Source: an optimization exercise on an open RTL-to-GDS flow (aim: small area). Production flows keep margins and buffers that such runs may drop.
At most, simulation tests tie the RTL to the original design; equivalence was not proved.
For run 1, only the layout was checked, not whether the RTL still works.
Power is estimated from default activity; no workload was simulated.

**design/flow/flow/run.sh**
```bash
#!/bin/bash
# Standard ORFS layout (the standard.sh) with two changes in how it is made:
# the port buffers use the smallest buffer cell (every port still gets one), and
# clock tree synthesis runs with its own arguments (no dummy balancing loads).
set -euo pipefail
export BUFFER_PORTS_ARGS="-buffer_cell sky130_fd_sc_hd__buf_1"
export CTS_ARGS="-sink_clustering_enable -repair_clock_nets -dont_use_dummy_load -buf_list sky130_fd_sc_hd__clkbuf_4 -sink_clustering_size 12 -sink_clustering_max_diameter 40"
bash standard.sh > standard_flow.log 2>&1
```
**design/flow/standard.sh**
```bash
#!/bin/bash
# synth_recipe.tcl (not shown) runs the flow's synth.tcl, then flattens the netlist and writes it again
# the make line also repeats each setting of config.mk as NAME=value (left out here)
make -C /OpenROAD-flow-scripts/flow DESIGN_CONFIG=/design/flow/config.mk WORK_HOME=/design/flow/orfs CLKGATE_MAP_FILE= SYNTH_SCRIPT=/design/flow/synth_recipe.tcl "${@:-finish}"
```
**design/flow/config.mk**
```make
export PLATFORM = sky130hd
export DESIGN_NAME = mips_multi
export DESIGN_NICKNAME = mips_multi
export VERILOG_FILES = /design/flow/design.v
export SDC_FILE = /design/flow/constraint.sdc
export NUM_CORES = 4
export LEC_CHECK = 0
export ABC_AREA = 1
export CAP_MARGIN = 0
export CORE_MARGIN = 2
export CORE_UTILIZATION = 45
export SLEW_MARGIN = 0
```
**design/flow/constraint.sdc**
```tcl
create_clock -name core_clock -period 10.0 [get_ports {clk}]
set_input_delay 2.0000 -clock core_clock [delete_from_list [all_inputs] [get_ports {clk}]]
set_output_delay 2.0000 -clock core_clock [all_outputs]
set_load 0.01 [all_outputs]
```
**design/flow/design.v**
```verilog
module mips_multi #(
  parameter int unsigned ADDR_W   = 32,
  parameter logic [31:0] RESET_PC = 32'h0000_0000
) (
  input  logic              clk,
  input  logic              rst,
  output logic              mem_req,
  output logic              mem_we,
  output logic [ADDR_W-1:0] mem_addr,
  output logic [31:0]       mem_wdata,
  input  logic [31:0]       mem_rdata,
  input  logic              mem_ready,
  output logic              halted,
  output logic [31:0]       retired
);
  localparam logic [3:0] S_CLR = 4'd0;    
  localparam logic [3:0] S_EX1 = 4'd1;    
  localparam logic [3:0] S_EX2 = 4'd2;    
  localparam logic [3:0] S_EXL = 4'd3;    
  localparam logic [3:0] S_EXS = 4'd4;    
  localparam logic [3:0] S_EXR = 4'd5;    
  localparam logic [3:0] S_FW  = 4'd6;    
  localparam logic [3:0] S_LW  = 4'd7;    
  localparam logic [3:0] S_ST  = 4'd8;    
  localparam logic [3:0] S_ALF = 4'd9;    
  localparam logic [3:0] S_ALL = 4'd10;   
  localparam logic [3:0] S_ALR = 4'd11;   
  localparam logic [3:0] S_HLT = 4'd12;   
  logic [3:0]  r_state;
  logic [3:0]  r_ph;
  logic [4:0]  r_rt;
  logic [31:0] r_x;
  logic [31:0] r_addr;
  logic        r_c;       
  logic        r_pcc;     
  logic        r_kc;      
  logic        r_flag;    
  logic [31:0][31:0] r_ring;
  logic [31:0] r_cnt;
  logic ph0, ph1, ph15, ph_ge1, ph_le13;
  assign ph0     = (r_ph == 4'd0);
  assign ph1     = (r_ph == 4'd1);
  assign ph15    = (r_ph == 4'd15);
  assign ph_ge1  = !ph0;
  assign ph_le13 = (r_ph <= 4'd13);
  logic st_clr, st_ex1, st_ex2, st_exl, st_exs, st_exr_run, st_st;
  assign st_clr = (r_state == S_CLR) || rst;
  assign st_ex1 = (r_state == S_EX1);
  assign st_ex2 = (r_state == S_EX2);
  assign st_exl = (r_state == S_EXL);
  assign st_exs = (r_state == S_EXS);
  assign st_st  = (r_state == S_ST);
  assign st_exr_run = (r_state == S_EXR) || (st_st && mem_ready && ph0);
  logic [5:0] d_op, d_fn;
  assign d_op = r_x[31:26];
  assign d_fn = r_x[5:0];
  logic d_r;
  assign d_r = (d_op == 6'h00);
  logic c_add, c_sub, c_and, c_or, c_slt, c_jr, c_addi, c_lw, c_sw, c_beq, c_j, c_jal, c_halt, c_rtype;
  assign c_add  = d_r && (d_fn == 6'h20);
  assign c_sub  = d_r && (d_fn == 6'h22);
  assign c_and  = d_r && (d_fn == 6'h24);
  assign c_or   = d_r && (d_fn == 6'h25);
  assign c_slt  = d_r && (d_fn == 6'h2A);
  assign c_jr   = d_r && (d_fn == 6'h08);
  assign c_addi = (d_op == 6'h08);
  assign c_lw   = (d_op == 6'h23);
  assign c_sw   = (d_op == 6'h2B);
  assign c_beq  = (d_op == 6'h04);
  assign c_j    = (d_op == 6'h02);
  assign c_jal  = (d_op == 6'h03);
  assign c_halt = (d_op == 6'h3F);
  assign c_rtype = c_add || c_sub || c_and || c_or || c_slt;
  logic [31:0] q0, q1;     
  logic [1:0]  p;          
  logic [1:0]  k;          
  always_comb begin
    for (int i = 0; i < 32; i++) begin
      q0[i] = r_ring[i][0];
      q1[i] = r_ring[i][1];
    end
    q0[0] = 1'b0;
    q1[0] = 1'b0;
  end
  assign p = r_ring[0][1:0];
  assign k = r_cnt[1:0];
  logic [4:0] rs;
  assign rs = r_x[25:21];
  logic [1:0] a, b;
  logic [3:0] sa_lo, sb_lo;
  logic [7:0] sa_hi, sb_hi;
  logic [7:0] ga0, ga1, gb0, gb1;
  always_comb begin
    for (int j = 0; j < 4; j++) begin
      sa_lo[j] = (rs[1:0] == j[1:0]);
      sb_lo[j] = (r_rt[1:0] == j[1:0]);
    end
    for (int j = 0; j < 8; j++) begin
      sa_hi[j] = (rs[4:2] == j[2:0]);
      sb_hi[j] = (r_rt[4:2] == j[2:0]);
      ga0[j] = |(q0[4*j +: 4] & sa_lo);
      ga1[j] = |(q1[4*j +: 4] & sa_lo);
      gb0[j] = |(q0[4*j +: 4] & sb_lo);
      gb1[j] = |(q1[4*j +: 4] & sb_lo);
    end
  end
  assign a = {|(ga1 & sa_hi), |(ga0 & sa_hi)};
  assign b = {|(gb1 & sb_hi), |(gb0 & sb_hi)};
  logic [1:0] immb;
  assign immb = r_x[1:0];
  logic [1:0] opb, s;
  logic       cin, c1, cout;
  assign opb  = (c_add ? b : 2'b00) | (c_sub || c_slt ? ~b : 2'b00) |
                (c_addi || c_lw || c_sw ? immb : 2'b00);
  assign cin  = ph0 ? (c_sub || c_slt) : r_c;
  assign s[0] = a[0] ^ opb[0] ^ cin;
  assign c1   = (a[0] & opb[0]) | (a[0] & cin) | (opb[0] & cin);
  assign s[1] = a[1] ^ opb[1] ^ c1;
  assign cout = (a[1] & opb[1]) | (a[1] & c1) | (opb[1] & c1);
  logic ne_all, taken, lt;
  assign ne_all = (!ph0 && r_flag) || (a != b);
  assign taken  = !ne_all;                        
  assign lt     = (a[1] ^ b[1]) ? a[1] : s[1];    
  logic br;                                       
  assign br = st_ex2 && c_beq;
  logic [1:0] pb, ps;
  logic       pcin, pc1;
  assign pb    = br ? (ph_ge1 ? immb : 2'b00) : {1'b0, ph1};
  assign pcin  = ph0 ? 1'b0 : r_pcc;
  assign ps[0] = p[0] ^ pb[0] ^ pcin;
  assign pc1   = (p[0] & pb[0]) | (p[0] & pcin) | (pb[0] & pcin);
  assign ps[1] = p[1] ^ pb[1] ^ pc1;
  logic [1:0] npc;
  logic       pc_we;
  always_comb begin
    npc = ps;
    if (st_ex1 && c_jr) npc = a;
    else if (st_ex1 && (c_j || c_jal)) npc = ph0 ? 2'b00 : (ph_le13 ? r_x[1:0] : ps);
    if (st_clr) npc = 2'b00;
  end
  assign pc_we = st_clr || (st_ex1 && !c_halt) || br;
  logic       wen;
  logic [1:0] wbit;
  logic [4:0] wsel;
  assign wsel = st_exl ? r_rt : (c_rtype ? r_x[15:11] : (c_jal ? 5'd31 : r_x[20:16]));
  assign wen  = (st_ex1 && (c_add || c_sub || c_and || c_or || c_addi || c_jal)) ||
                (st_ex2 && c_slt) || st_exl;
  always_comb begin
    wbit = s;
    if (st_exl) wbit = r_x[1:0];
    else if (c_and) wbit = a & b;
    else if (c_or) wbit = a | b;
    else if (c_slt) wbit = {1'b0, ph0 && r_flag};
    else if (c_jal) wbit = ps;
    if (st_clr) wbit = 2'b00;
  end
  logic [7:0] wdec_hi;
  logic [3:0] wdec_lo;
  always_comb begin
    for (int j = 0; j < 8; j++) wdec_hi[j] = st_clr || (wen && (wsel[4:2] == j[2:0]));
    for (int j = 0; j < 4; j++) wdec_lo[j] = st_clr || (wsel[1:0] == j[1:0]);
  end
  logic [7:0][1:0] whi_w;
  always_comb for (int j = 0; j < 8; j++) whi_w[j] = wbit & {2{wdec_hi[j]}};
  logic [1:0] anb;
  logic       aw;
  always_comb begin
    anb = npc;
    if (st_ex1 && (c_lw || c_sw)) anb = s;
    else if (st_ex1 && c_halt) anb = k;
    else if (st_ex2 || st_exl || st_exr_run) anb = br ? ps : p;
    if (st_clr) anb = 2'b00;
  end
  assign aw = st_clr || st_ex1 || st_ex2 || st_exl || st_exr_run;
  logic [3:0] adec_hi;
  logic [3:0] adec_lo;
  always_comb begin
    for (int j = 0; j < 4; j++) adec_hi[j] = rst || (aw && (r_ph[3:2] == j[1:0]));
    for (int j = 0; j < 4; j++) adec_lo[j] = rst || (r_ph[1:0] == j[1:0]);
  end
  always_ff @(posedge clk) begin
    for (int i = 0; i < 16; i++)
      if (adec_hi[i / 4] && adec_lo[i % 4]) r_addr[2*i +: 2] <= anb;
  end
  logic sh_imm, sh_tgt, sh_full, x_ld;
  assign sh_imm  = (st_ex1 && (c_addi || c_lw || c_sw)) || (br && ph_ge1);
  assign sh_tgt  = st_ex1 && (c_j || c_jal) && ph_ge1;
  assign sh_full = st_exl || st_exs;
  logic pass15, req_end;
  assign pass15 = ph15 && (st_clr || st_ex1 || st_ex2 || st_exl || (r_state == S_EXR));
  assign req_end = !st_ex1 || (!c_slt && !c_sw && !c_halt && !(c_beq && taken));
  always_comb begin
    mem_req = 1'b0;
    if (!rst) begin
      if (pass15) mem_req = req_end;
      else if (r_state == S_FW || r_state == S_LW || st_st) mem_req = 1'b1;
    end
  end
  assign mem_we    = st_st;
  assign mem_addr  = {(pass15 ? anb : r_addr[31:30]), r_addr[29:0]};
  assign mem_wdata = r_x;
  logic is_load_req, acc;
  assign is_load_req = (pass15 && st_ex1 && c_lw) || (r_state == S_LW);
  assign acc   = mem_req && mem_ready;
  assign x_ld  = acc && !st_st;
  assign halted  = (r_state == S_HLT);
  assign retired = r_addr;
  always_ff @(posedge clk) begin
    for (int i = 1; i < 32; i++)
      r_ring[i] <= {({2{wdec_lo[i % 4]}} & whi_w[i / 4]) |
                    (r_ring[i][1:0] & {2{!(wdec_lo[i % 4] && wdec_hi[i / 4])}}),
                    r_ring[i][31:2]};
    r_ring[0] <= {pc_we ? npc : p, r_ring[0][31:2]};
  end
  logic kcin, kc1;
  assign kcin = ph0 ? (st_ex1 && !c_halt) : r_kc;
  assign kc1  = k[0] && kcin;
  always_ff @(posedge clk) begin
    r_cnt <= {{(k[1] ^ kc1), (k[0] ^ kcin)} & {2{!st_clr}}, r_cnt[31:2]};
    r_kc  <= k[1] && kc1 && !ph15;
    r_c   <= cout;
    r_pcc <= (p[1] & pb[1]) | (p[1] & pc1) | (pb[1] & pc1);
    if (st_ex1 && c_slt && ph15) r_flag <= lt;
    else if (st_ex1) r_flag <= ne_all;
  end
  always_ff @(posedge clk) begin
    if (x_ld) r_x <= mem_rdata;
    else begin
      if (sh_imm || sh_tgt || sh_full)
        r_x[15:0]  <= {(sh_imm ? {2{r_x[15]}} : r_x[17:16]), r_x[15:2]};
      if (sh_tgt || sh_full)
        r_x[25:16] <= r_x[27:18];
      if (sh_full)
        r_x[31:26] <= {b, r_x[31:28]};
    end
  end
  logic fetch_acc;
  assign fetch_acc = acc && !st_st && !is_load_req;
  always_ff @(posedge clk) begin
    if (fetch_acc) r_rt <= mem_rdata[20:16];
  end
  always_ff @(posedge clk) begin
    if (rst) begin
      r_state <= S_CLR;
      r_ph    <= 4'd1;
    end else begin
      r_ph <= r_ph + 4'd1;
      case (r_state)
        S_CLR: if (ph15) r_state <= mem_ready ? S_EX1 : S_FW;
        S_EX1: if (ph15) begin
          if (c_halt) r_state <= S_HLT;
          else if (c_sw) r_state <= S_EXS;
          else if (c_slt || (c_beq && taken)) r_state <= S_EX2;
          else if (c_lw) r_state <= mem_ready ? S_EXL : S_LW;
          else r_state <= mem_ready ? S_EX1 : S_FW;
        end
        S_EX2, S_EXL, S_EXR: if (ph15) r_state <= mem_ready ? S_EX1 : S_FW;
        S_EXS: if (ph15) r_state <= S_ST;
        S_FW:  if (mem_ready) r_state <= ph15 ? S_EX1 : S_ALF;
        S_LW:  if (mem_ready) r_state <= ph15 ? S_EXL : S_ALL;
        S_ST:  if (mem_ready) r_state <= ph0 ? S_EXR : S_ALR;
        S_ALF: if (ph15) r_state <= S_EX1;
        S_ALL: if (ph15) r_state <= S_EXL;
        S_ALR: if (ph15) r_state <= S_EXR;
        S_HLT: r_state <= S_HLT;
        default: r_state <= S_CLR;
      endcase
    end
  end
endmodule
```
==> results.tsv, run 1 <==
stage	metric	value	unit
pwr	p_seq_share	71.7	%
global_routing	grt_pass1_vias	13727	
placed_design	dp_hpwl	34.5	mm
synth	avgSynthCellArea	13.2	um^2
pwr	ir_drop	109	uV
route	remaining_drc_errors	0	
global_routing	groute.layer.met3.usage	3.61	%
route	dr.first_iter.drc_count	705	
worst_setup_path	start_kind	register	
pwr	power_frac_comb	1.0	%
worst_setup_path	crit_type	reg -> out	
synth	yosys_warnings	1	
pwr	clkPwrFrac	27.3	%
timing	fmax	0.153	GHz
route	drtAntennaViolNets	0	
global_routing	use_met2	24.4	%
clock_network	htreeDepth	3	
clock_network	worstSkewPairLatency	0.91	ns
timing	finalHoldViolations	0	
worst_setup_path	crit_fanout	15	
timing	tightest_slew	1.34	ns
synth	muxShareOfSynthArea	0.0353	%
pwr	switchingPower	1260	uW
final_layout	final_common_cell	dfxtp_1	
synth	ys.flop_type	dfxtp_1	
synth	synth_enable_flop_cells	70	
timing	rsz0062_at_grt	false	
worst_setup_path	crit_chain	inv_1 -> nand2_1 -> o22ai_1 -> nor2_1 -> nor2_1 -> nor2_1 -> o211a_1 -> nand2_1 -> o211a_1 -> fa_1 -> fa_1 -> nand2_1 -> nand2_1 -> inv_1 -> nand3_1 -> nand2_1 -> buf_1	
global_routing	grt_pass1_wl	75.9	mm
synth	synthCells	2149	
synth	syn-cell-area	28400	um^2
timing	fin_tns_setup	0	ns
floorplan	placementRows	92	
synth	synth_cell_types	40	
final_layout	area_growth	7.27	%
worst_setup_path	cp-end-kind	primary output	
pwr	power_leakage	0.0123	uW
worst_setup_path	slowest_delay	0.55	ns
global_routing	grt_max_degree	69	
min_path	hp-class	reg -> reg	
synth	async_flop_share	0	%
global_routing	grt_use_met1	20.5	%
pwr	swShare	19.7	%
clock_network	cts-root-buf	clkbuf_4	
synth	syn-num-nets	2199	
clock_network	cts_num_sinks	1137	
placed_design	place.gp.congestion	0.866	
timing	fin_skew	0.117	ns
route	viasPerCell	4.56	
synth	synth_compound_area_share	3.97	%
timing	setup_viol	0	
synth	synth-simple-area-share	8.91	%
final_layout	fillers	5568	
clock_network	clkSlewWorstSetupHoldPaths	0.11	ns
worst_setup_path	cp_common_cell	nand2_1	
route	wl_per_cell	15.7	um
final_layout	drive_above_1_share	7.58	%
floorplan	core_area	62700	um^2
pwr	p_per_area	210	nW/um^2
clock_network	post_cts_buffers	0	
job	maxCapViolations	0	
clock_network	hold_buffers	0	
clock_network	cts_tree	yes	
synth	yosysTopAreaCell	dfxtp_1	
timing	hold_ws	0.265	ns
final_layout	layout_common_cells	dfxtp_1 (1,067), nand2_1 (305), inv_1 (151)	
timing	fin_crit	6.56	ns
synth	synthXorXnorAreaFrac	0.0309	%
timing	drv_slew	0	
pwr	p_int	5130	uW
floorplan	die-width	255	um
worst_setup_path	required	8.00	ns
global_routing	grt_overflow	0	
final_layout	final_nets	2386	
run_status	outcome	timing/DRC/antenna clean	
floorplan	chipHeight	255	um
floorplan	die_area	65100	um^2
clock_network	ctsResizeCount	0	
global_routing	track_usage	15.4	%
synth	yosys.area.top_type_share	75.3	%
synth	synthTopCellsByArea	dfxtp_1 (75%), edfxtp_1 (7.4%), nand2_1 (4.0%)	
timing	relSlewSlack	10.5	%
synth	synth_top_family_by_area	simple AND/OR/NAND/NOR gates	
clock_network	cts_max_path_buffers	3	
route	wl	49.9	mm
placed_design	portBuffers	133	
global_routing	antenna_found_initial	3	
floorplan	start_util	45.2	%
synth	synth_fa_ha_area_share	0.767	%
synth	yosysSeqAreaShare	82.7	%
synth	synth_seq_cells	1137	
route	num_vias	14546	
global_routing	busiest_layer	met2	
worst_setup_path	arrival	4.56	ns
timing	finalCritPeriodShare	65.6	%
worst_setup_path	critPathSlowestCell	fa_1	
floorplan	ioPinCount	134	
worst_setup_path	ff2ff_setup_slack	4.57	ns
clock_network	cts-buffers-inserted	117	
route	dr.pass1.iters	5	
-- flip-flops by register name, summed over array words and instances, names as in the netlist --
name     cells
r_ring    1024
r_addr      32
r_cnt       32
r_x         32
r_rt         5
r_ph         4
r_state      4
r_c          1
r_flag       1
r_kc         1
r_pcc        1
-- synthesized netlist by cell type (19+ instances only) --
| library cell | count |
|---|---|
| buf_4 | 37 |
| nand2_1 | 305 |
| dfxtp_1 | 1067 |
| inv_1 | 151 |
| o22ai_1 | 56 |
| o21ai_0 | 51 |
| a21oi_2 | 19 |
| edfxtp_1 | 70 |
| nand3_1 | 120 |
| nor2_1 | 109 |
| a21oi_1 | 34 |
-- layer usage --
metal,share of wire (%),vias to the layer above
met5,0,-
met4,2.7,0
met3,5.3,93
met2,46,416
met1,46,6854
li1,-,7183
-- cell type report --
class                      count  area (um^2)  share of cell area, %
antenna                        9         22.5                 0.0740
clock buffer                 117          878                   2.89
inverter                     157          589                   1.94
multi-input combinational    787         3910                   12.8
sequential                  1137        23500                   77.1
tap                          846         1060                   3.48
timing repair buffer         136          522                   1.71
-- stage by stage --
| stage | cell area, um^2 | power, uW | worst slack (ns) | cells | util (%) |
|---|---|---|---|---|---|
| 2_1_floorplan | 28400 | 4740 | 4.84 | 2149 | - |
| 3_3_place_gp | 29500 | 4760 | 3.99 | 3063 | 47.1 |
| 3_5_place_dp | 29500 | 4760 | 3.93 | 3063 | 47.1 |
| 4_1_cts | 30400 | 6500 | 3.38 | 3180 | 48.5 |
| 5_1_grt | 30400 | 6690 | 3.04 | 3187 | 48.5 |
| 6_report | 30400 | 6400 | 3.44 | 3189 | 48.5 |
-- cell families (layout without fill, tap and decap cells) --
kind of cell,count (synthesis),after routing
and+or+nand+nor,588,588
AOI/OAI and AO/OA,182,182
other,0,9
xor gates and xnor gates,1,1
DFF,1137,1137
buffers and inverters,225,410
muxes,1,1
adders and majority gates,15,15
-- power by group through the flow --
stage                     sequential [uW]  combinational, uW  clock [uW]
after global placement               4690               64.4           0
after CTS                            4590               64.9        1850
final                                4590               64.4        1750
after floorplan                      4690               40.7           0
after global routing                 4590               72.9        2020
after detailed placement             4690               64.6           0
-- critical path: cells and delay by family (launching register included) --
kind | cells | cell delay, ns
adder cells (fa/ha/maj) | 2 | 0.98
AO/OA/AOI/OAI | 3 | 0.61
buffers and inverters | 3 | 0.38
flip-flops | 1 | 0.43
AND/OR/NAND/NOR | 9 | 1.34
-- path summary, 6_finish.rpt --
check        depth (start not counted)      endpoint   startpoint
max reg2reg                         18        r_x[1]      r_x[21]
max                                 17  mem_addr[31]      r_rt[1]
min                                  0   r_ring[886]  r_ring[888]
min reg2reg                          0   r_ring[886]  r_ring[888]
==> run 2: changes to the inputs <==
--- a/design/flow/design.v
+++ b/design/flow/design.v
@@ -17,4 +17,5 @@
   localparam logic [3:0] S_EX1 = 4'd1;    
   localparam logic [3:0] S_EX2 = 4'd2;    
+  localparam logic [3:0] S_EX3 = 4'd13;   
   localparam logic [3:0] S_EXL = 4'd3;    
   localparam logic [3:0] S_EXS = 4'd4;    
@@ -31,5 +32,4 @@
   logic [4:0]  r_rt;
   logic [31:0] r_x;
-  logic [31:0] r_addr;
   logic        r_c;       
   logic        r_pcc;     
@@ -44,8 +44,9 @@
   assign ph_ge1  = !ph0;
   assign ph_le13 = (r_ph <= 4'd13);
-  logic st_clr, st_ex1, st_ex2, st_exl, st_exs, st_exr_run, st_st;
+  logic st_clr, st_ex1, st_ex2, st_ex3, st_exl, st_exs, st_exr_run, st_st;
   assign st_clr = (r_state == S_CLR) || rst;
   assign st_ex1 = (r_state == S_EX1);
   assign st_ex2 = (r_state == S_EX2);
+  assign st_ex3 = (r_state == S_EX3);
   assign st_exl = (r_state == S_EXL);
   assign st_exs = (r_state == S_EXS);
@@ -57,5 +58,5 @@
   logic d_r;
   assign d_r = (d_op == 6'h00);
-  logic c_add, c_sub, c_and, c_or, c_slt, c_jr, c_addi, c_lw, c_sw, c_beq, c_j, c_jal, c_halt, c_rtype;
+  logic c_add, c_sub, c_and, c_or, c_slt, c_jr, c_addi, c_lw, c_sw, c_beq, c_j, c_jal, c_halt, c_rtype, c_two;
   assign c_add  = d_r && (d_fn == 6'h20);
   assign c_sub  = d_r && (d_fn == 6'h22);
@@ -72,4 +73,6 @@
   assign c_halt = (d_op == 6'h3F);
   assign c_rtype = c_add || c_sub || c_and || c_or || c_slt;
+  assign c_two   = c_rtype || c_beq;              
+  assign rd_rt   = (st_ex1 && c_two) || st_exs;
   logic [31:0] q0, q1;     
   logic [1:0]  p;          
@@ -85,26 +88,24 @@
   assign p = r_ring[0][1:0];
   assign k = r_cnt[1:0];
-  logic [4:0] rs;
-  assign rs = r_x[25:21];
-  logic [1:0] a, b;
-  logic [3:0] sa_lo, sb_lo;
-  logic [7:0] sa_hi, sb_hi;
-  logic [7:0] ga0, ga1, gb0, gb1;
-  always_comb begin
-    for (int j = 0; j < 4; j++) begin
-      sa_lo[j] = (rs[1:0] == j[1:0]);
-      sb_lo[j] = (r_rt[1:0] == j[1:0]);
-    end
+  logic       rd_rt;
+  logic [4:0] psel;
+  logic [1:0] a;
+  logic [3:0] sa_lo;
+  logic [7:0] sa_hi;
+  logic [7:0] ga0, ga1;
+  assign psel = rd_rt ? r_rt : r_x[25:21];
+  always_comb begin
+    for (int j = 0; j < 4; j++) sa_lo[j] = (psel[1:0] == j[1:0]);
     for (int j = 0; j < 8; j++) begin
-      sa_hi[j] = (rs[4:2] == j[2:0]);
-      sb_hi[j] = (r_rt[4:2] == j[2:0]);
+      sa_hi[j] = (psel[4:2] == j[2:0]);
       ga0[j] = |(q0[4*j +: 4] & sa_lo);
       ga1[j] = |(q1[4*j +: 4] & sa_lo);
-      gb0[j] = |(q0[4*j +: 4] & sb_lo);
-      gb1[j] = |(q1[4*j +: 4] & sb_lo);
     end
   end
   assign a = {|(ga1 & sa_hi), |(ga0 & sa_hi)};
-  assign b = {|(gb1 & sb_hi), |(gb0 & sb_hi)};
+  logic [29:0] r_at;      
+  logic [1:0]  r_ah;      
+  logic [1:0]  b;
+  assign b = ph15 ? r_ah : r_at[1:0];
   logic [1:0] immb;
   assign immb = r_x[1:0];
@@ -123,5 +124,7 @@
   assign lt     = (a[1] ^ b[1]) ? a[1] : s[1];    
   logic br;                                       
-  assign br = st_ex2 && c_beq;
+  assign br = st_ex3 && c_beq;
+  logic inc;                                      
+  assign inc = (st_ex1 && !c_two && !c_halt) || (st_ex2 && c_two);
   logic [1:0] pb, ps;
   logic       pcin, pc1;
@@ -139,11 +142,11 @@
     if (st_clr) npc = 2'b00;
   end
-  assign pc_we = st_clr || (st_ex1 && !c_halt) || br;
+  assign pc_we = st_clr || inc || br;
   logic       wen;
   logic [1:0] wbit;
   logic [4:0] wsel;
   assign wsel = st_exl ? r_rt : (c_rtype ? r_x[15:11] : (c_jal ? 5'd31 : r_x[20:16]));
-  assign wen  = (st_ex1 && (c_add || c_sub || c_and || c_or || c_addi || c_jal)) ||
-                (st_ex2 && c_slt) || st_exl;
+  assign wen  = (st_ex1 && (c_addi || c_jal)) || (st_ex2 && (c_add || c_sub || c_and || c_or)) ||
+                (st_ex3 && c_slt) || st_exl;
   always_comb begin
     wbit = s;
@@ -167,19 +170,15 @@
   always_comb begin
     anb = npc;
-    if (st_ex1 && (c_lw || c_sw)) anb = s;
+    if (st_ex1 && c_two) anb = a;
+    else if (st_ex1 && (c_lw || c_sw)) anb = s;
     else if (st_ex1 && c_halt) anb = k;
-    else if (st_ex2 || st_exl || st_exr_run) anb = br ? ps : p;
+    else if (br) anb = ps;
+    else if (st_exl || st_exr_run) anb = p;
     if (st_clr) anb = 2'b00;
   end
-  assign aw = st_clr || st_ex1 || st_ex2 || st_exl || st_exr_run;
-  logic [3:0] adec_hi;
-  logic [3:0] adec_lo;
-  always_comb begin
-    for (int j = 0; j < 4; j++) adec_hi[j] = rst || (aw && (r_ph[3:2] == j[1:0]));
-    for (int j = 0; j < 4; j++) adec_lo[j] = rst || (r_ph[1:0] == j[1:0]);
-  end
-  always_ff @(posedge clk) begin
-    for (int i = 0; i < 16; i++)
-      if (adec_hi[i / 4] && adec_lo[i % 4]) r_addr[2*i +: 2] <= anb;
+  assign aw = st_clr || st_ex1 || st_ex2 || br || st_exl || st_exr_run;
+  always_ff @(posedge clk) begin
+    if (rst || (aw && !ph15)) r_at <= {anb, r_at[29:2]} & {30{!rst}};
+    if (rst || (aw && ph15))  r_ah <= anb & {2{!rst}};
   end
   logic sh_imm, sh_tgt, sh_full, x_ld;
@@ -188,6 +187,7 @@
   assign sh_full = st_exl || st_exs;
   logic pass15, req_end;
-  assign pass15 = ph15 && (st_clr || st_ex1 || st_ex2 || st_exl || (r_state == S_EXR));
-  assign req_end = !st_ex1 || (!c_slt && !c_sw && !c_halt && !(c_beq && taken));
+  assign pass15 = ph15 && (st_clr || st_ex1 || st_ex2 || st_ex3 || st_exl || (r_state == S_EXR));
+  assign req_end = st_ex1 ? !(c_two || c_sw || c_halt) :
+                   st_ex2 ? !(c_slt || (c_beq && taken)) : 1'b1;
   always_comb begin
     mem_req = 1'b0;
@@ -198,5 +198,5 @@
   end
   assign mem_we    = st_st;
-  assign mem_addr  = {(pass15 ? anb : r_addr[31:30]), r_addr[29:0]};
+  assign mem_addr  = {((ph15 && aw) ? anb : r_ah), r_at};
   assign mem_wdata = r_x;
   logic is_load_req, acc;
@@ -205,5 +205,5 @@
   assign x_ld  = acc && !st_st;
   assign halted  = (r_state == S_HLT);
-  assign retired = r_addr;
+  assign retired = {r_ah, r_at};
   always_ff @(posedge clk) begin
     for (int i = 1; i < 32; i++)
@@ -221,6 +221,6 @@
     r_c   <= cout;
     r_pcc <= (p[1] & pb[1]) | (p[1] & pc1) | (pb[1] & pc1);
-    if (st_ex1 && c_slt && ph15) r_flag <= lt;
-    else if (st_ex1) r_flag <= ne_all;
+    if (st_ex2 && c_slt && ph15) r_flag <= lt;
+    else if (st_ex2) r_flag <= ne_all;
   end
   always_ff @(posedge clk) begin
@@ -232,5 +232,5 @@
         r_x[25:16] <= r_x[27:18];
       if (sh_full)
-        r_x[31:26] <= {b, r_x[31:28]};
+        r_x[31:26] <= {a, r_x[31:28]};
     end
   end
@@ -251,9 +251,13 @@
           if (c_halt) r_state <= S_HLT;
           else if (c_sw) r_state <= S_EXS;
-          else if (c_slt || (c_beq && taken)) r_state <= S_EX2;
+          else if (c_two) r_state <= S_EX2;
           else if (c_lw) r_state <= mem_ready ? S_EXL : S_LW;
           else r_state <= mem_ready ? S_EX1 : S_FW;
         end
-        S_EX2, S_EXL, S_EXR: if (ph15) r_state <= mem_ready ? S_EX1 : S_FW;
+        S_EX2: if (ph15) begin
+          if (c_slt || (c_beq && taken)) r_state <= S_EX3;
+          else r_state <= mem_ready ? S_EX1 : S_FW;
+        end
+        S_EX3, S_EXL, S_EXR: if (ph15) r_state <= mem_ready ? S_EX1 : S_FW;
         S_EXS: if (ph15) r_state <= S_ST;
         S_FW:  if (mem_ready) r_state <= ph15 ? S_EX1 : S_ALF;
==> run 2 against run 1 <==
Net effect:
- die area down 1.7%
- first-iteration DRC count up 8.5%
- flip-flop and latch count is the same
- critical path type unchanged
==> results.tsv, run 2 <==
stage	metric	value	unit
pwr	p_per_area	213	nW/um^2
floorplan	die_area	64000	um^2
synth	yosys_warnings	1	
clock_network	clkSlewWorstSetupHoldPaths	0.11	ns
timing	finalHoldViolations	0	
worst_setup_path	ff2ff_setup_slack	3.32	ns
worst_setup_path	start_kind	register	
floorplan	chipHeight	253	um
placed_design	place.gp.congestion	0.870	
final_layout	largest_register_ffs	1024	
timing	relSlewSlack	35.3	%
min_path	hp-class	reg -> reg	
timing	fin_skew	0.109	ns
final_layout	top_regs	r_ring (1024), r_cnt (32), r_x (32)	
timing	tightest_slew	0.968	ns
floorplan	ioPinCount	134	
synth	muxShareOfSynthArea	0.520	%
worst_setup_path	crit_fanout	21	
synth	synthXorXnorAreaFrac	0.0314	%
synth	synth_compound_area_share	3.85	%
final_layout	area_growth	7.69	%
synth	synth_fa_ha_area_share	0.736	%
worst_setup_path	arrival	5.44	ns
final_layout	largest-register	r_ring	
timing	fin_ws	2.56	ns
synth	avgSynthCellArea	13.7	um^2
synth	synth_top_family_by_area	simple AND/OR/NAND/NOR gates	
min_path	worstHoldStart	r_ring[963]	
timing	finalCritPeriodShare	74.4	%
pwr	ir_drop	130	uV
synth	synth_seq_cells	1137	
final_layout	utilization	48.9	%
clock_network	cts_max_path_buffers	3	
global_routing	grt_pass1_vias	13074	
timing	setup_viol	0	
timing	rsz0062_at_grt	false	
job	maxCapViolations	0	
clock_network	hold_buffers	0	
synth	syn-cell-area	27900	um^2
pwr	power_leakage	0.0123	uW
global_routing	grt_pass1_wl	75.1	mm
clock_network	htreeDepth	3	
min_path	worstHoldEndpoint	r_ring[961]	
worst_setup_path	rr_worst_depth	26	
synth	synth-simple-area-share	7.55	%
route	wl	50.2	mm
floorplan	die-width	253	um
route	drtAntennaViolNets	0	
worst_setup_path	r2r-start	r_x[27]	
floorplan	core_area	61500	um^2
clock_network	cts-root-buf	clkbuf_4	
route	viasPerCell	4.50	
route	wl_per_cell	16.5	um
synth	synth_most_common_cell	dfxtp_1	
timing	drv_slew	0	
route	remaining_drc_errors	0	
floorplan	placementRows	91	
worst_setup_path	r2r_end	r_x[1]	
clock_network	cts_tree	yes	
synth	yosys.area.top_type_share	76.6	%
final_layout	final_nets	2292	
floorplan	start_util	45.4	%
timing	fin_tns_setup	0	ns
global_routing	grt_max_degree	39	
placed_design	dp_hpwl	35.4	mm
synth	async_flop_share	0	%
clock_network	cts-buffers-inserted	121	
final_layout	layout.cells.non_filler	3036	
global_routing	grt_overflow	0	
worst_setup_path	required	8.00	ns
final_layout	layout_common_cells	dfxtp_1 (1,067), nand2_1 (234), inv_1 (133), buf_1 (133), clkbuf_4 (121)	
run_status	outcome	timing/DRC/antenna clean	
global_routing	antenna_found_initial	6	
synth	yosysSeqAreaShare	84.1	%
route	dr.first_iter.drc_count	765	
min_path	holdPathStages	0	
worst_setup_path	crit_type	reg -> out	
route	num_vias	13673	
synth	synth_cell_types	44	
global_routing	track_usage	15.8	%
clock_network	worstSkewPairLatency	0.89	ns
placed_design	portBuffers	133	
clock_network	ctsResizeCount	0	
synth	syn-num-nets	2082	
worst_setup_path	critPathLaunch	r_x[27]	
final_layout	final_common_cell	dfxtp_1	
clock_network	cts_num_sinks	1137	
timing	fmax	0.134	GHz
final_layout	drive_above_1_share	8.79	%
placed_design	place_inst	2910	
synth	synthTopCellsByArea	dfxtp_1 (77%), edfxtp_1 (7.5%), nand2_1 (3.1%)	
worst_setup_path	cp-end-kind	primary output	
placed_design	dp_slack	3.35	ns
synth	ys.flop_type	dfxtp_1	
synth	yosysTopAreaCell	dfxtp_1	
timing	fin_crit	7.44	ns
route	dr.pass1.iters	5	
timing	hold_ws	0.229	ns
clock_network	post_cts_buffers	0	
synth	synthCells	2033	
synth	synth_enable_flop_cells	70	
synth	synth_common_cells	dfxtp_1 (1,067), nand2_1 (234), inv_1 (133)	
[run 2: per-stage QoR]
step,power (uW),instance area (um^2)
CTS,6490,30000
finish,6390,30000
global route,6660,30000
floorplan,4690,27900
detailed placement,4710,29100
global placement,4710,29100
[run 2: layer usage]
layer | track usage, % | vias up | share of wire [%] | wire (um)
met4 | 7.20 | 2 | 4.0 | 2000
met5 | 0 | - | 0.020 | 10
met2 | 23.4 | 390 | 42 | 21100
li1 | - | 6817 | - | -
met1 | 21.8 | 6325 | 48 | 24200
met3 | 4.01 | 139 | 5.7 | 2880
[run 2: logic make-up after synthesis]
group                      count (synthesis)
and+or+nand+nor                          469
DFF                                     1137
adders and majority gates                 14
muxes                                     13
xor gates and xnor gates                   1
buffers and inverters                    197
AOI/OAI and AO/OA                        202
[run 2: area by class of cell]
type	instances	area (um^2)
Multi-Input combinational cell	699	3560
Tap cell	790	988
Sequential cell	1137	23500
Fill cell	5433	31400
Timing Repair Buffer	145	589
Inverter	139	522
Clock buffer	121	908
Antenna cell	5	12.5
[run 2: worst max path at each step]
stage / endpoint / slack, ns / cells after the start
floorplan: mem_addr[31] / 4.70 / 24
global placement: r_x[6] / 3.45 / 26
detailed placement: r_x[8] / 3.35 / 26
CTS: mem_req / 2.49 / 24
global route: mem_req / 1.95 / 24
finish: mem_req / 2.56 / 24
[run 2: critical path, cell delays in order, from the launching register on]
cell and delay (ns):
edfxtp_1 0.49, nor2_2 0.20, nand2_1 0.10, inv_1 0.09
nand3_1 0.17, nand4_4 0.18, nand2_4 0.12, nand3_1 0.16
nand2_4 0.19, nor2_2 0.34, nand2_1 0.09, nand2_1 0.07
o21ai_0 0.08, nand2_1 0.07, nor2_1 0.05, nand2_1 0.21
inv_1 0.11, ha_1 0.32, a211oi_1 0.49, nand4_1 0.24
a21oi_1 0.28, inv_1 0.09, a21oi_1 0.14, a211oi_1 0.09
buf_1 0.18
[run 2: where the power goes]
part	leakage, uW	internal [uW]	switching [uW]	total, uW
Combinational	0.00237	10.3	23.6	33.9
Clock	0.000557	552	1230	1780
Sequential	0.00933	4570	2.76	4570
==> run 3: changes to the inputs <==
==> design/flow/flow/run.sh (replaced) <==
#!/bin/bash
# Standard ORFS layout (the standard.sh) with two changes in how it is made:
# the port buffers use the smallest buffer cell (every port still gets one), and
# clock tree synthesis runs with its own arguments (no dummy balancing loads).
set -euo pipefail
export BUFFER_PORTS_ARGS="-buffer_cell sky130_fd_sc_hd__buf_1"
export CTS_ARGS="-sink_clustering_enable -repair_clock_nets -dont_use_dummy_load -buf_list sky130_fd_sc_hd__clkbuf_4 -sink_clustering_size 12 -sink_clustering_max_diameter 45"
bash standard.sh > standard_flow.log 2>&1
--- a/design/flow/config.mk
+++ b/design/flow/config.mk
@@ -9,4 +9,4 @@
 export CAP_MARGIN = 0
 export CORE_MARGIN = 2
-export CORE_UTILIZATION = 45
+export CORE_UTILIZATION = 40
 export SLEW_MARGIN = 0
==> run 3 against run 2 <==
Net effect:
- still clean
- die area grew 12%
- flip-flop and latch count stayed put
- sequential power is essentially flat
- synthesized cell count unchanged
- routed wire length up 1.7%
- cell area rose by 0.37%
- non-clock buffer count is 3 lower
- critical endpoint unchanged
- maximum frequency decreased by 1.8%
- final cell count up 4.4%
- global-route usage decreased by 1.5 points
- worst setup slack worse by 0.14 ns
- first-iteration DRC count grew 30%
- largest power group unchanged
==> results.tsv, run 3 <==
stage	metric	value	unit
run_status	outcome	timing/DRC/antenna clean	
synth	async_flop_share	0	%
timing	drv_slew	0	
worst_setup_path	critPathSlowestCell	edfxtp_1	
synth	synth_seq_cells	1137	
floorplan	ioPinCount	134	
route	wl	51.0	mm
worst_setup_path	crit_type	reg -> out	
global_routing	grt_max_degree	57	
final_layout	layout_common_cells	dfxtp_1 (1,067), nand2_1 (234), inv_1 (133), buf_1 (133), nor2_1 (120)	
synth	synth_cell_types	44	
route	wl_per_cell	16.1	um
final_layout	utilization	43.8	%
timing	fin_crit	7.58	ns
route	remaining_drc_errors	0	
clock_network	htreeDepth	3	
worst_setup_path	cp-end-kind	primary output	
synth	syn-cell-area	27900	um^2
worst_setup_path	crit_fanout	23	
synth	syn-num-nets	2082	
final_layout	largest_register_ffs	1024	
timing	fmax	0.132	GHz
placed_design	portBuffers	133	
synth	synth_enable_flop_cells	70	
timing	finalCritPeriodShare	75.8	%
route	drtAntennaViolNets	0	
clock_network	cts-buffers-inserted	115	
final_layout	area_growth	8.08	%
pwr	p_per_area	211	nW/um^2
timing	setup_viol	0	
final_layout	final_nets	2283	
synth	synth_most_common_cell	dfxtp_1	
synth	avgSynthCellArea	13.7	um^2
pwr	ir_drop	95.3	uV
synth	synth_common_cells	dfxtp_1 (1,067), nand2_1 (234), inv_1 (133)	
route	viasPerCell	4.31	
placed_design	dp_hpwl	36.3	mm
clock_network	cts_tree	yes	
global_routing	track_usage	14.3	%
timing	finalHoldViolations	0	
floorplan	placementRows	96	
final_layout	layout.cells.non_filler	3170	
job	maxCapViolations	0	
global_routing	antenna_found_initial	3	
pwr	power_leakage	0.0122	uW
synth	yosys_warnings	1	
worst_setup_path	arrival	5.58	ns
timing	fin_skew	0.167	ns
clock_network	ctsResizeCount	0	
floorplan	die_area	71900	um^2
timing	fin_tns_setup	0	ns
timing	rsz0062_at_grt	false	
global_routing	grt_overflow	0	
route	num_vias	13673	
route	dr.pass1.iters	7	
pwr	p_total	6350	uW
synth	yosysTopAreaCell	dfxtp_1	
clock_network	cts_max_path_buffers	3	
worst_setup_path	slowest_delay	0.55	ns
floorplan	die-width	268	um
clock_network	worstSkewPairLatency	0.93	ns
worst_setup_path	cp_common_cell	nand2_1	
min_path	hp-class	reg -> reg	
final_layout	drive_above_1_share	8.38	%
floorplan	start_util	40.5	%
synth	synthCells	2033	
placed_design	place.gp.congestion	0.867	
clock_network	clkSlewWorstSetupHoldPaths	0.11	ns
global_routing	grt_pass1_vias	13102	
timing	tightest_slew	1.14	ns
worst_setup_path	start_kind	register	
final_layout	largest-register	r_ring	
synth	ys.flop_type	dfxtp_1	
clock_network	hold_buffers	0	
clock_network	post_cts_buffers	0	
synth	yosysSeqAreaShare	84.1	%
final_layout	top_regs	r_ring (1024), r_cnt (32), r_x (32)	
timing	relSlewSlack	23.8	%
timing	hold_ws	0.218	ns
global_routing	grt_pass1_wl	76.1	mm
synth	synthTopCellsByArea	dfxtp_1 (77%), edfxtp_1 (7.5%), nand2_1 (3.1%)	
synth	yosys.area.top_type_share	76.6	%
floorplan	core_area	68800	um^2
final_layout	final_common_cell	dfxtp_1	
worst_setup_path	required	8.00	ns
clock_network	cts_num_sinks	1137	
route	dr.first_iter.drc_count	991	
placed_design	place_inst	3048	
floorplan	chipHeight	268	um
clock_network	cts-root-buf	clkbuf_4	
run 3: cell count changes in the layout (fill, tap and decap cells not counted):
cell,before,now
a21oi_2,3,2
buf_4,12,9
clkbuf_4,121,115
a21oi_1,51,52
diode_2,5,7
run 3: final cells by class:
cell class	instances	area, um^2
multi-input cells	699	3560
inverters	139	522
diodes	7	17.5
fillers	6236	38700
clock buffers	115	863
well taps	931	1160
flip-flops and latches	1137	23500
repair buffers	142	567
run 3: power breakdown:
part | total [uW] | leakage (uW) | switching, uW | internal (uW)
Sequential | 4570 | 0.00933 | 2.81 | 4570
Clock | 1750 | 0.000529 | 1220 | 526
Combinational | 31.8 | 0.00235 | 21.3 | 10.5
run 3: worst paths after layout:
kind,cells after the start,end,from,slack (ns)
worst max register to register,27,r_x[24],r_x[1],3.55
worst min register to register,0,r_cnt[10],r_cnt[12],0.22
worst min-delay path,0,r_cnt[10],r_cnt[12],0.22
worst max-delay path,25,mem_req,r_x[1],2.42
run 3: kinds of logic after synthesis:
family	share of synthesized area [%]
muxes	0.520
and+or+nand+nor	7.55
adders and majority gates	0.736
xor gates and xnor gates	0.0314
DFF	84.1
AOI/OAI and AO/OA	3.85
buffers and inverters	3.21
run 3: layer usage:
| layer | GRT usage, % | up-vias | wire (um) |
|---|---|---|---|
| met1 | 18.8 | 6363 | 24200 |
| met3 | 3.78 | 118 | 2850 |
| met5 | 0 | - | 0 |
| met4 | 5.86 | 0 | 1740 |
| li1 | - | 6791 | - |
| met2 | 22.4 | 401 | 22300 |
run 3: stage by stage:
stage / setup slack, ns / cell area, um^2
6_report: 2.42 / 30200
5_1_grt: 2.03 / 30100
4_1_cts: 2.46 / 30100
3_5_place_dp: 3.37 / 29300
3_3_place_gp: 3.41 / 29300
2_1_floorplan: 4.70 / 27900
run 3: worst max-delay path: cells and delay by family (launching register included):
family          cells  cell delay [ns]
compound gates      5             1.20
fa+ha+maj           1             0.26
buf+inv             3             0.42
flops               1             0.55
simple gates       16             2.23
==> run 4: changes to the inputs <==
==> design/flow/flow/run.sh (replaced) <==
#!/bin/bash
# Standard ORFS layout (the standard.sh) with two changes in how it is made:
# the port buffers use the smallest buffer cell (every port still gets one), and
# clock tree synthesis runs with its own arguments (no dummy balancing loads).
set -euo pipefail
export BUFFER_PORTS_ARGS="-buffer_cell sky130_fd_sc_hd__buf_1"
export CTS_ARGS="-sink_clustering_enable -repair_clock_nets -dont_use_dummy_load -buf_list sky130_fd_sc_hd__clkbuf_4 -sink_clustering_size 13 -sink_clustering_max_diameter 45"
bash standard.sh > standard_flow.log 2>&1
--- a/design/flow/config.mk
+++ b/design/flow/config.mk
@@ -9,4 +9,4 @@
 export CAP_MARGIN = 0
 export CORE_MARGIN = 2
-export CORE_UTILIZATION = 40
+export CORE_UTILIZATION = 45
 export SLEW_MARGIN = 0
==> run 4 against run 3 <==
Net effect:
- still clean
- cell area fell by 0.66%
- sequential share of layout area increased by 0.52 points
- sequential power is essentially flat
- register-to-register slack got worse by 0.26 ns
- critical path depth fell by 1
- first-iteration DRC count is 25% lower
- maximum frequency grew 2.3%
- die area shrank 11%
- non-clock buffer count grew 3
- largest cell class unchanged
==> results.tsv, run 4 <==
stage	metric	value	unit
run_status	outcome	timing/DRC/antenna clean	
synth	yosysSeqAreaShare	84.1	%
synth	synth_common_cells	dfxtp_1 (1,067), nand2_1 (234), inv_1 (133)	
timing	drv_slew	0	
global_routing	track_usage	15.8	%
min_path	worstHoldStart	r_ring[175]	
timing	finalCritPeriodShare	74.1	%
synth	synthXorXnorAreaFrac	0.0314	%
clock_network	ctsResizeCount	0	
clock_network	post_cts_buffers	0	
timing	fin_tns_setup	0	ns
min_path	holdPathStages	0	
floorplan	core_area	61500	um^2
pwr	p_per_area	211	nW/um^2
synth	syn-num-nets	2082	
timing	fin_crit	7.41	ns
placed_design	dp_hpwl	35.4	mm
global_routing	grt_pass1_vias	13083	
synth	synthCells	2033	
final_layout	largest_register_ffs	1024	
clock_network	cts-root-buf	clkbuf_4	
route	remaining_drc_errors	0	
synth	ys.flop_type	dfxtp_1	
timing	setup_viol	0	
final_layout	top_regs	r_ring (1024), r_cnt (32), r_x (32)	
timing	fin_ws	2.59	ns
floorplan	placementRows	91	
worst_setup_path	required	8.00	ns
timing	fin_skew	0.128	ns
clock_network	htreeDepth	3	
worst_setup_path	crit_type	reg -> out	
route	wl	50.1	mm
route	dr.pass1.iters	5	
clock_network	cts_max_path_buffers	3	
clock_network	cts_tree	yes	
timing	fmax	0.135	GHz
timing	relSlewSlack	34.8	%
worst_setup_path	rr_worst_depth	26	
final_layout	final_common_cell	dfxtp_1	
floorplan	die_area	64000	um^2
worst_setup_path	cp_num_buf_inv	4	
global_routing	grt_max_degree	39	
worst_setup_path	arrival	5.41	ns
floorplan	ioPinCount	134	
pwr	ir_drop	148	uV
timing	tightest_slew	0.976	ns
global_routing	grt_overflow	0	
synth	async_flop_share	0	%
clock_network	worstSkewPairLatency	0.91	ns
final_layout	area_growth	7.36	%
final_layout	drive_above_1_share	8.34	%
clock_network	cts-buffers-inserted	110	
synth	muxShareOfSynthArea	0.520	%
route	viasPerCell	4.52	
min_path	worstHoldEndpoint	r_ring[173]	
synth	synth_enable_flop_cells	70	
worst_setup_path	crit_family	simple AND/OR/NAND/NOR gates	
worst_setup_path	crit_chain	nor2_2 -> nand2_1 -> inv_1 -> nand3_1 -> nand4_4 -> nand2_4 -> nand3_1 -> nand2_4 -> nor2_2 -> nand2_1 -> nand2_1 -> o21ai_0 -> nand2_1 -> nor2_1 -> nand2_1 -> inv_1 -> ha_1 -> a211oi_1 -> nand4_1 -> a21oi_1 -> inv_1 -> a21oi_1 -> a211oi_1 -> buf_1	
route	dr.first_iter.drc_count	747	
synth	synth_compound_area_share	3.85	%
worst_setup_path	r2r_end	r_x[14]	
route	drtAntennaViolNets	0	
floorplan	start_util	45.4	%
synth	synthTopCellsByArea	dfxtp_1 (77%), edfxtp_1 (7.5%), nand2_1 (3.1%)	
final_layout	largest-register	r_ring	
synth	synth_seq_cells	1137	
synth	yosys.area.top_type_share	76.6	%
global_routing	antenna_found_initial	6	
worst_setup_path	ff2ff_setup_slack	3.29	ns
synth	synth_cell_types	44	
global_routing	grt_pass1_wl	75.1	mm
placed_design	portBuffers	133	
route	num_vias	13646	
floorplan	die-width	253	um
synth	yosys_warnings	1	
min_path	hp-class	reg -> reg	
placed_design	place.gp.congestion	0.870	
synth	synth_top_family_by_area	simple AND/OR/NAND/NOR gates	
placed_design	place_area	29100	um^2
worst_setup_path	start_kind	register	
synth	avgSynthCellArea	13.7	um^2
timing	hold_ws	0.248	ns
synth	synth_fa_ha_area_share	0.736	%
worst_setup_path	critPathSlowestCell	edfxtp_1	
worst_setup_path	cp-end-kind	primary output	
timing	rsz0062_at_grt	false	
route	wl_per_cell	16.6	um
worst_setup_path	slowest_delay	0.50	ns
clock_network	hold_buffers	0	
pwr	power_leakage	0.0122	uW
synth	syn-cell-area	27900	um^2
final_layout	final_area	30000	um^2
worst_setup_path	crit_fanout	21	
worst_setup_path	r2r-start	r_x[27]	
placed_design	dp_slack	3.35	ns
synth	yosysTopAreaCell	dfxtp_1	
clock_network	cts_num_sinks	1137	
job	maxCapViolations	0	
final_layout	layout_common_cells	dfxtp_1 (1,067), nand2_1 (234), inv_1 (133), buf_1 (133), nor2_1 (120)	
synth	synth-simple-area-share	7.55	%
worst_setup_path	cp_common_cell	nand2_1	
synth	synth_most_common_cell	dfxtp_1	
final_layout	final_nets	2281	
floorplan	chipHeight	253	um
timing	finalHoldViolations	0	
clock_network	clkSlewWorstSetupHoldPaths	0.11	ns
## run 4: worst register-to-register path: cells and delay by family, from the launching register on
family	cells	cell delay, ns
buffers and inverters	4	0.74
adder cells (fa/ha/maj)	1	0.33
flip-flops	1	0.50
AND/OR/NAND/NOR	16	3.45
AO/OA/AOI/OAI	5	1.05
## run 4: worst max path at each step
| stage | start | endpoint | slack [ns] | cells after the start |
|---|---|---|---|---|
| 2_1_floorplan | r_x[28] | mem_addr[31] | 4.70 | 24 |
| 4_1_cts | r_x[27] | mem_req | 2.48 | 24 |
| 3_5_place_dp | r_x[1] | r_x[8] | 3.35 | 26 |
| 6_report | r_x[27] | mem_req | 2.59 | 24 |
| 3_3_place_gp | r_x[28] | r_x[6] | 3.45 | 26 |
| 5_1_grt | r_x[27] | mem_req | 1.96 | 24 |
## run 4: final cells by class
class / instances / area (um^2)
diodes: 2 / 5.00
clock buffers: 110 / 826
fillers: 5448 / 31500
inverters: 139 / 522
multi-input cells: 699 / 3560
flip-flops and latches: 1137 / 23500
well taps: 790 / 988
repair buffers: 145 / 589
## run 4: logic make-up after synthesis
logic type               after synthesis
XOR/XNOR                               1
AO/OA/AOI/OAI                        202
flip-flops                          1137
multiplexers                          13
AND/OR/NAND/NOR                      469
buffers and inverters                197
adder cells (fa/ha/maj)               14
## run 4: layer usage
layer	vias up	GRT usage, %	share of wire, %
li1	6790	-	-
met1	6351	21.9	49
met2	385	23.5	42
met3	118	3.61	5.7
met4	2	7.46	3.6
met5	-	0	0.020
## run 4: power by group
part	internal [uW]	switching, uW
Clock	505	1220
Combinational	10.3	23.4
Sequential	4570	2.73
Total	5090	1240
## run 4: metrics by stage
stage,std cells,total power (uW),utilization [%]
2_1_floorplan,2033,4690,-
3_3_place_gp,2910,4710,47.4
3_5_place_dp,2910,4710,47.4
4_1_cts,3020,6430,48.7
5_1_grt,3021,6600,48.7
6_report,3022,6330,48.7

re-timing with driven ports:
The results above use ideal ports. As a check the final layouts listed here were re-extracted and re-timed, cells and wires unchanged. Step 1 assumes that a clkbuf_16 drives the clock port and a buf_2 every other input. Step 2, shift: input delay + t, output delay - t, t = (earliest + latest rising clock arrival at the registers) / 2. This alone moves slack from input paths to output paths. a / b / c = ideal / step 1 / step 2; a / b = the first two.
| run | shift t [ns] | slack for setup (ns) | hold WS [ns] | worst data-port slew with drivers (ns) |
|---|---|---|---|---|
| run 1 | 0.897 | 3.443 / 3.386 / 3.866 | 0.265 / 0.265 / 0.265 | 0.12 |
| run 2 | 0.892 | 2.557 / 2.502 / 3.325 | 0.229 / 0.229 / 0.229 | 0.04 |
| run 3 | 0.898 | 2.419 / 2.367 / 3.265 | 0.218 / 0.218 / 0.218 | 0.05 |
| run 4 | 0.898 | 2.588 / 2.532 / 3.289 | 0.248 / 0.248 / 0.248 | 0.04 |
After both steps every run listed still meets setup and hold.
